Background: an optimization exercise with open tools, aiming at small area. Do not read the settings as production practice. In this exercise RTL edits were held to simulation tests only and were not proved equivalent to the original.

==> run X <==
==> flow/design.v <==
package calcDataPkg;
	typedef logic [16-1:0] operandT;
	typedef logic [32-1:0] resultT;
endpackage
package calcCtrlPkg;
	typedef logic [4-1:0] opcodeT;
	typedef logic [1:0] errorT;
endpackage
module addSub (
	input  calcDataPkg::operandT a,
	input  calcDataPkg::operandT b,
	input  logic    subtract,
	input  logic    restore,
	output calcDataPkg::operandT diff,
	output logic    carryOut
);
	localparam int N = 16;
	calcDataPkg::operandT bInv;  
	calcDataPkg::operandT gen;   
	calcDataPkg::operandT pro;   
	logic [N:0]           c;     
	logic                 take;  
	assign bInv = b ^ {N{subtract}};
	always_comb
	begin
		gen = a & bInv;
		pro = a | bInv;
		gen[0] = (a[0] & bInv[0]) | (pro[0] & subtract);
		pro[0] = 1'b0;
		for (int d = 1; d < N; d = d * 2)
			for (int j = 2 * d - 1; j < N; j = j + 2 * d)
			begin
				gen[j] = gen[j] | (pro[j] & gen[j - d]);
				pro[j] = pro[j] & pro[j - d];
			end
		for (int d = N / 4; d >= 1; d = d / 2)
			for (int j = 3 * d - 1; j < N; j = j + 2 * d)
			begin
				gen[j] = gen[j] | (pro[j] & gen[j - d]);
				pro[j] = pro[j] & pro[j - d];
			end
	end
	assign c        = {gen, subtract};
	assign carryOut = c[N];
	assign take     = ~restore | carryOut;
	assign diff     = a ^ ((bInv ^ c[N-1:0]) & {N{take}});
endmodule
module arrayMultiplier (
	input  calcDataPkg::operandT a,
	input  calcDataPkg::operandT b,
	output calcDataPkg::resultT  product
);
	localparam int N    = 16;
	localparam int Rows = N - 1;  
	logic [N-1:0] partial [N];     
	logic [N-1:0] augend  [Rows];  
	logic [N-1:0] rowSum  [Rows];
	logic [N:0]   carry   [Rows];  
	genvar i, j;
	generate
		for (i = 0; i < N; i++)
		begin : gPartial
			assign partial[i] = b & {N{a[i]}};
		end
		for (i = 0; i < Rows; i++)
		begin : gRow
			if (i == 0)
			begin : gFirst
				assign augend[i] = {1'b0, partial[0][N-1:1]};
			end
			else
			begin : gNext
				assign augend[i] = {carry[i - 1][N], rowSum[i - 1][N-1:1]};
			end
			assign carry[i][0] = 1'b0;
			for (j = 0; j < N; j++)
			begin : gBit
				if (j == 0)
				begin : gHalf
					assign rowSum[i][j]    = augend[i][j] ^ partial[i + 1][j];
					assign carry[i][j + 1] = augend[i][j] & partial[i + 1][j];
				end
				else
				begin : gFull
					assign rowSum[i][j]    = augend[i][j] ^ partial[i + 1][j] ^ carry[i][j];
					assign carry[i][j + 1] = (augend[i][j] & partial[i + 1][j]) |
					                         (augend[i][j] & carry[i][j]) |
					                         (partial[i + 1][j] & carry[i][j]);
				end
			end
		end
		assign product[0] = partial[0][0];
		for (i = 0; i < Rows - 1; i++)
		begin : gLowBits
			assign product[i + 1] = rowSum[i][0];
		end
	endgenerate
	assign product[2*N-1:Rows] = {carry[Rows - 1][N], rowSum[Rows - 1]};
endmodule
module divRow #(
	parameter int W = 16
) (
	input  logic [W-1:0] trial,    
	input  logic [W-1:0] divisor,  
	input  logic         fits,     
	output logic         q,        
	output logic [W-1:0] rem       
);
	localparam int L = (W > 8) ? 4 : (W > 4) ? 3 : (W > 2) ? 2 : 1;  
	logic [W-1:0] b;          
	logic [W-1:0] gen [L+1];  
	logic [W-1:0] pro [L+1];  
	logic [W:0]   c;          
	logic [W-1:0] diff;
	assign b = ~divisor;
	assign gen[0] = {trial[W-1:1] & b[W-1:1], trial[0] | b[0]};
	assign pro[0] = {trial[W-1:1] | b[W-1:1], 1'b0};
	genvar l, j;
	generate
		for (l = 0; l < L; l++)
		begin : gLevel
			for (j = 0; j < W; j++)
			begin : gBit
				if ((j >> l) & 1)
				begin : gMerge
					localparam int M = ((j >> l) << l) - 1;
					assign gen[l + 1][j] = gen[l][j] | (pro[l][j] & gen[l][M]);
					assign pro[l + 1][j] = pro[l][j] & pro[l][M];
				end
				else
				begin : gPass
					assign gen[l + 1][j] = gen[l][j];
					assign pro[l + 1][j] = pro[l][j];
				end
			end
		end
	endgenerate
	assign c    = {gen[L], 1'b1};
	assign diff = b ^ c[W-1:0];
	assign q    = fits & c[W];
	assign rem  = trial ^ (diff & {W{q}});
endmodule
module divider (
	input  calcDataPkg::operandT dividend,
	input  calcDataPkg::operandT divisor,
	input  logic    add,        
	input  logic    sub,        
	output calcDataPkg::operandT quotient,
	output calcDataPkg::operandT remainder,  
	output logic    carryOut,   
	output logic    divByZero
);
	localparam int N = 16;
	logic [N-1:0] rem [N+1];  
	assign divByZero = (divisor == '0);
	assign rem[N]    = '0;
	genvar k;
	generate
		for (k = N - 1; k >= 1; k--)
		begin : gRow
			localparam int W = N - k;  
			logic [W-1:0] trial;
			logic [W-1:0] rowRem;
			logic         fits;
			if (W == 1)
			begin : gTop
				assign trial = dividend[k];
			end
			else
			begin : gMid
				assign trial = {rem[k + 1][W-2:0], dividend[k]};
			end
			assign fits = (divisor[N-1:W] == '0);
			divRow #(.W(W)) uRow (
				.trial   (trial),
				.divisor (divisor[W-1:0]),
				.fits    (fits),
				.q       (quotient[k]),
				.rem     (rowRem)
			);
			assign rem[k] = {{(N-W){1'b0}}, rowRem};
		end
	endgenerate
	addSub uLastRow (
		.a        (add | sub ? dividend : {rem[1][N-2:0], dividend[0]}),
		.b        (divisor),
		.subtract (~add),
		.restore  (~(add | sub)),
		.diff     (rem[0]),
		.carryOut (carryOut)
	);
	assign quotient[0] = carryOut;
	assign remainder = rem[0];
endmodule
module accumulatorCalc (
	input  logic    clk,
	input  logic    reset,
	input  calcCtrlPkg::opcodeT  opcode,
	input  calcDataPkg::operandT operand,
	output calcDataPkg::resultT  result,
	output calcCtrlPkg::errorT   error
);
	calcDataPkg::resultT  acc;      
	calcCtrlPkg::errorT   errReg;   
	calcDataPkg::operandT accLow;   
	calcDataPkg::resultT  nextAcc;
	calcCtrlPkg::errorT   nextErr;
	logic    opAdd, opSub, opMul, opDiv, opMod, opPreset, opReset;
	logic    sumCarry;   
	calcDataPkg::resultT  product;
	calcDataPkg::operandT quotient;
	calcDataPkg::operandT remainder;  
	logic    divByZero;
	logic    takeQuot, takeRem, hold;
	assign accLow = acc[16-1:0];
	assign opAdd    = (opcode == 4'd2);
	assign opSub    = (opcode == 4'd3);
	assign opMul    = (opcode == 4'd4);
	assign opDiv    = (opcode == 4'd5);
	assign opMod    = (opcode == 4'd6);
	assign opPreset = (opcode == 4'd15);
	assign opReset  = (opcode == 4'd1);
	arrayMultiplier uMultiplier (
		.a       (operand),
		.b       (accLow),
		.product (product)
	);
	divider uDivider (
		.dividend  (operand),
		.divisor   (accLow),
		.add       (opAdd),
		.sub       (opSub),
		.quotient  (quotient),
		.remainder (remainder),
		.carryOut  (sumCarry),
		.divByZero (divByZero)
	);
	assign takeQuot = opDiv & ~divByZero;
	assign takeRem  = (opMod & ~divByZero) | opAdd | opSub;
	assign hold     = ~(opAdd | opSub | opMul | takeQuot | (opMod & ~divByZero) | opPreset | opReset);
	assign nextAcc[32-1:16] =
		({16{opMul}} & product[32-1:16]) |
		({16{hold}}  & acc[32-1:16]);
	assign nextAcc[16-1:0] =
		({16{opMul}}    & product[16-1:0]) |
		({16{takeQuot}} & quotient) |
		({16{takeRem}}  & remainder) |
		({16{hold}}     & accLow) |
		16'(opPreset);
	assign nextErr[0] = (opAdd & sumCarry) | (opSub & ~sumCarry);  
	assign nextErr[1] = (opDiv | opMod) & divByZero;
	always_ff @(posedge clk)
	begin
		if (reset)
		begin
			acc    <= '0;
			errReg <= '0;
		end
		else
		begin
			acc    <= nextAcc;
			errReg <= nextErr;
		end
	end
	assign result = acc;
	assign error  = errReg;
endmodule
==> flow/flow/run.sh <==
#!/bin/bash
# The standard layout, with synthesis mapping the logic through an area-oriented ABC script
# and the ports buffered with the smallest buffer.
set -euo pipefail
here=$(pwd)
export FLOW_ABC_SCRIPT=$here/flow/abc.script
export FLOW_ABC_D=20000
export BUFFER_PORTS_ARGS="-buffer_cell sky130_fd_sc_hd__buf_1"
bash standard.sh SYNTH_SCRIPT=$here/flow/synth.tcl "BUFFER_PORTS_ARGS=$BUFFER_PORTS_ARGS" finish > $here/make.log 2>&1
==> flow/flow/abc.script <==
strash
dch
map -a
topo
stime -c
dnsize -c
==> flow/flow/synth.tcl <==
# Standard synthesis (synth_recipe.tcl), with ABC run on an area-oriented script
proc synth {args} { yosys synth -nofsm -noshare {*}$args }
proc abc {args} {
  set i [lsearch -exact $args -script]
  if {$i >= 0} { set args [lreplace $args $i [expr {$i + 1}] -script $::env(FLOW_ABC_SCRIPT)] }
  set j [lsearch -exact $args -D]
  if {$j >= 0} { set args [lreplace $args $j [expr {$j + 1}] -D $::env(FLOW_ABC_D)] }
  puts "abc with: $args"
  yosys abc {*}$args
}
source $::env(SCRIPTS_DIR)/synth.tcl
# left out here: clear keep_hierarchy, flatten, clean up, hide names made inside functions, write 1_2_yosys.v
==> flow/standard.sh <==
#!/bin/bash
# synth_recipe.tcl (not shown) runs the flow's synth.tcl, then flattens the netlist and writes it again
# the make line also repeats each setting of config.mk as NAME=value (left out here)
make -C /OpenROAD-flow-scripts/flow DESIGN_CONFIG=/design/flow/config.mk WORK_HOME=/design/flow/orfs CLKGATE_MAP_FILE= SYNTH_SCRIPT=/design/flow/synth_recipe.tcl "${@:-finish}"
==> flow/config.mk <==
export PLATFORM = sky130hd
export DESIGN_NAME = accumulatorCalc
export DESIGN_NICKNAME = accumulatorCalc
export VERILOG_FILES = /design/flow/design.v
export SDC_FILE = /design/flow/constraint.sdc
export NUM_CORES = 4
export LEC_CHECK = 0
export CAP_MARGIN = 0
export CORE_MARGIN = 2
export CORE_UTILIZATION = 65
export CTS_BUF_LIST = sky130_fd_sc_hd__clkbuf_8
export GPL_TIMING_DRIVEN = 0
export SETUP_SLACK_MARGIN = -1.0
export SLEW_MARGIN = 0
==> flow/constraint.sdc <==
create_clock -name core_clock -period 32.0 [get_ports {clk}]
set_input_delay 6.4000 -clock core_clock [delete_from_list [all_inputs] [get_ports {clk}]]
set_output_delay 6.4000 -clock core_clock [all_outputs]
set_load 0.01 [all_outputs]
==> inputs of run R, as changes to run X <==
--- a/flow/design.v
+++ b/flow/design.v
@@ -115,4 +115,11 @@
 	assign b = ~divisor;
-	assign gen[0] = {trial[W-1:1] & b[W-1:1], trial[0] | b[0]};
-	assign pro[0] = {trial[W-1:1] | b[W-1:1], 1'b0};
+	always_comb
+	begin
+		gen[0] = trial & b;
+		pro[0] = trial | b;
+		gen[0][0] = trial[0] | b[0];
+		pro[0][0] = 1'b0;
+		gen[0][W-1] = gen[0][W-1] & fits;
+		pro[0][W-1] = pro[0][W-1] & fits;
+	end
 	genvar l, j;
@@ -139,3 +146,3 @@
 	assign diff = b ^ c[W-1:0];
-	assign q    = fits & c[W];
+	assign q    = c[W];
 	assign rem  = trial ^ (diff & {W{q}});
@@ -172,3 +179,3 @@
 			end
-			assign fits = (divisor[N-1:W] == '0);
+			assign fits = (divisor[N-1:W] == '0) & ~(add | sub);
 			divRow #(.W(W)) uRow (
@@ -184,3 +191,3 @@
 	addSub uLastRow (
-		.a        (add | sub ? dividend : {rem[1][N-2:0], dividend[0]}),
+		.a        ({rem[1][N-2:0], dividend[0]}),
 		.b        (divisor),
@@ -213,3 +220,3 @@
 	logic    divByZero;
-	logic    takeQuot, takeRem, hold;
+	logic    selMul, selQuot, selRem, selPreset, hold;
 	assign accLow = acc[16-1:0];
@@ -237,28 +244,23 @@
 	);
-	assign takeQuot = opDiv & ~divByZero;
-	assign takeRem  = (opMod & ~divByZero) | opAdd | opSub;
-	assign hold     = ~(opAdd | opSub | opMul | takeQuot | (opMod & ~divByZero) | opPreset | opReset);
+	assign selMul    = ~reset & opMul;
+	assign selQuot   = ~reset & opDiv & ~divByZero;
+	assign selRem    = ~reset & ((opMod & ~divByZero) | opAdd | opSub);
+	assign selPreset = ~reset & opPreset;
+	assign hold      = ~reset & ~(opAdd | opSub | opMul | opPreset | opReset |
+	                              ((opDiv | opMod) & ~divByZero));
 	assign nextAcc[32-1:16] =
-		({16{opMul}} & product[32-1:16]) |
-		({16{hold}}  & acc[32-1:16]);
+		({16{selMul}} & product[32-1:16]) |
+		({16{hold}}   & acc[32-1:16]);
 	assign nextAcc[16-1:0] =
-		({16{opMul}}    & product[16-1:0]) |
-		({16{takeQuot}} & quotient) |
-		({16{takeRem}}  & remainder) |
-		({16{hold}}     & accLow) |
-		16'(opPreset);
-	assign nextErr[0] = (opAdd & sumCarry) | (opSub & ~sumCarry);  
-	assign nextErr[1] = (opDiv | opMod) & divByZero;
+		({16{selMul}}  & product[16-1:0]) |
+		({16{selQuot}} & quotient) |
+		({16{selRem}}  & remainder) |
+		({16{hold}}    & accLow) |
+		16'(selPreset);
+	assign nextErr[0] = ~reset & ((opAdd & sumCarry) | (opSub & ~sumCarry));  
+	assign nextErr[1] = ~reset & (opDiv | opMod) & divByZero;
 	always_ff @(posedge clk)
 	begin
-		if (reset)
-		begin
-			acc    <= '0;
-			errReg <= '0;
-		end
-		else
-		begin
-			acc    <= nextAcc;
-			errReg <= nextErr;
-		end
+		acc    <= nextAcc;
+		errReg <= nextErr;
 	end
==> flow/flow/run.sh (replaced) <==
#!/bin/bash
# The standard layout, with synthesis mapping the logic through an area-oriented ABC script
# (and without Yosys's early generic ABC pass, so full adders are found in their written
# polarity), the ports buffered with the smallest buffer and no dummy clock-tree loads.
set -euo pipefail
here=$(pwd)
export FLOW_ABC_SCRIPT=$here/flow/abc.script
export FLOW_ABC_D=20000
export BUFFER_PORTS_ARGS="-buffer_cell sky130_fd_sc_hd__buf_1"
export CTS_ARGS="-sink_clustering_enable -repair_clock_nets -buf_list sky130_fd_sc_hd__clkbuf_8 -dont_use_dummy_load"
bash standard.sh SYNTH_SCRIPT=$here/flow/synth.tcl "BUFFER_PORTS_ARGS=$BUFFER_PORTS_ARGS" "CTS_ARGS=$CTS_ARGS" finish > $here/make.log 2>&1
--- a/flow/flow/synth.tcl
+++ b/flow/flow/synth.tcl
@@ -1,3 +1,3 @@
 # Standard synthesis (synth_recipe.tcl), with ABC run on an area-oriented script
-proc synth {args} { yosys synth -nofsm -noshare {*}$args }
+proc synth {args} { yosys synth -nofsm -noshare -noabc {*}$args }
 proc abc {args} {
- CAP_MARGIN: 0 -> 20
- SETUP_SLACK_MARGIN: -1.0 -> -0.5
- SLEW_MARGIN: 0 -> 20
==> inputs of run M, as changes to run X <==
- CORE_UTILIZATION: 65 -> 40
- CTS_BUF_LIST: sky130_fd_sc_hd__clkbuf_8 -> unset
- GPL_TIMING_DRIVEN: 0 -> unset
- SETUP_SLACK_MARGIN: -1.0 -> unset
==> qor summary <==
metric	run X	run R	run M
Cells after Synth	1863	1709	1863
Metal3 WL	4370 um	2110 um	3060 um
Status	finished clean	finished clean	finished clean
Routed via count	13000	11800	13000
Post-route design area	0.0140 mm^2	0.0134 mm^2	0.0144 mm^2
Iteration-0 DRC Markers	1060	709	863
Setup slack, reg-to-reg	4910 ps	6810 ps	6810 ps
Repair and plain buffers	86	71	112
Period utilization	95.2%	93.9%	91.2%
Number of library cell types mapped by synthesis	36	38	36
CP endpoint	acc[2]$_SDFF_PP0_	acc[13]$_DFF_P_	acc[1]$_SDFF_PP0_
Clock tree buffer count of the final layout	6	5	6
Min-Delay Startpoint	acc[16]$_SDFF_PP0_	acc[28]$_DFF_P_	acc[16]$_SDFF_PP0_
Routed length per placed instance	16.6 um	15.7 um	16.9 um

[re-timing with driven ports]
The results above use ideal ports. As a check the final layouts listed here were re-extracted and re-timed, cells and wires unchanged.
Step 1 (the two cells are an assumption about what drives the block):
set clk [get_ports {clk}]
set_driving_cell -lib_cell sky130_fd_sc_hd__clkbuf_16 $clk
set_driving_cell -lib_cell sky130_fd_sc_hd__buf_2 [delete_from_list [all_inputs] $clk]
Step 2, shift: input delay + t, output delay - t, t = (earliest + latest rising clock arrival at the registers) / 2. This alone moves slack from input paths to output paths.
Three values: ideal ports, drivers, drivers and shift; two values: the first two.
run | shift t [ns] | setup slack, ns | worst slew at a driven data input, ns | pins driven straight from the clock port
run X | 0.326 | 1.524 / 1.522 / 1.197 | 0.05 | 1
run R | 0.325 | 1.950 / 1.959 / 1.634 | 0.03 | 1
run M | 0.331 | 2.808 / 2.824 / 2.493 | 0.04 | 1
After both steps every run listed still meets setup and hold. The setup slack of run X, which loses most, moves by -0.002 ns with the drivers and by -0.327 ns with both steps.
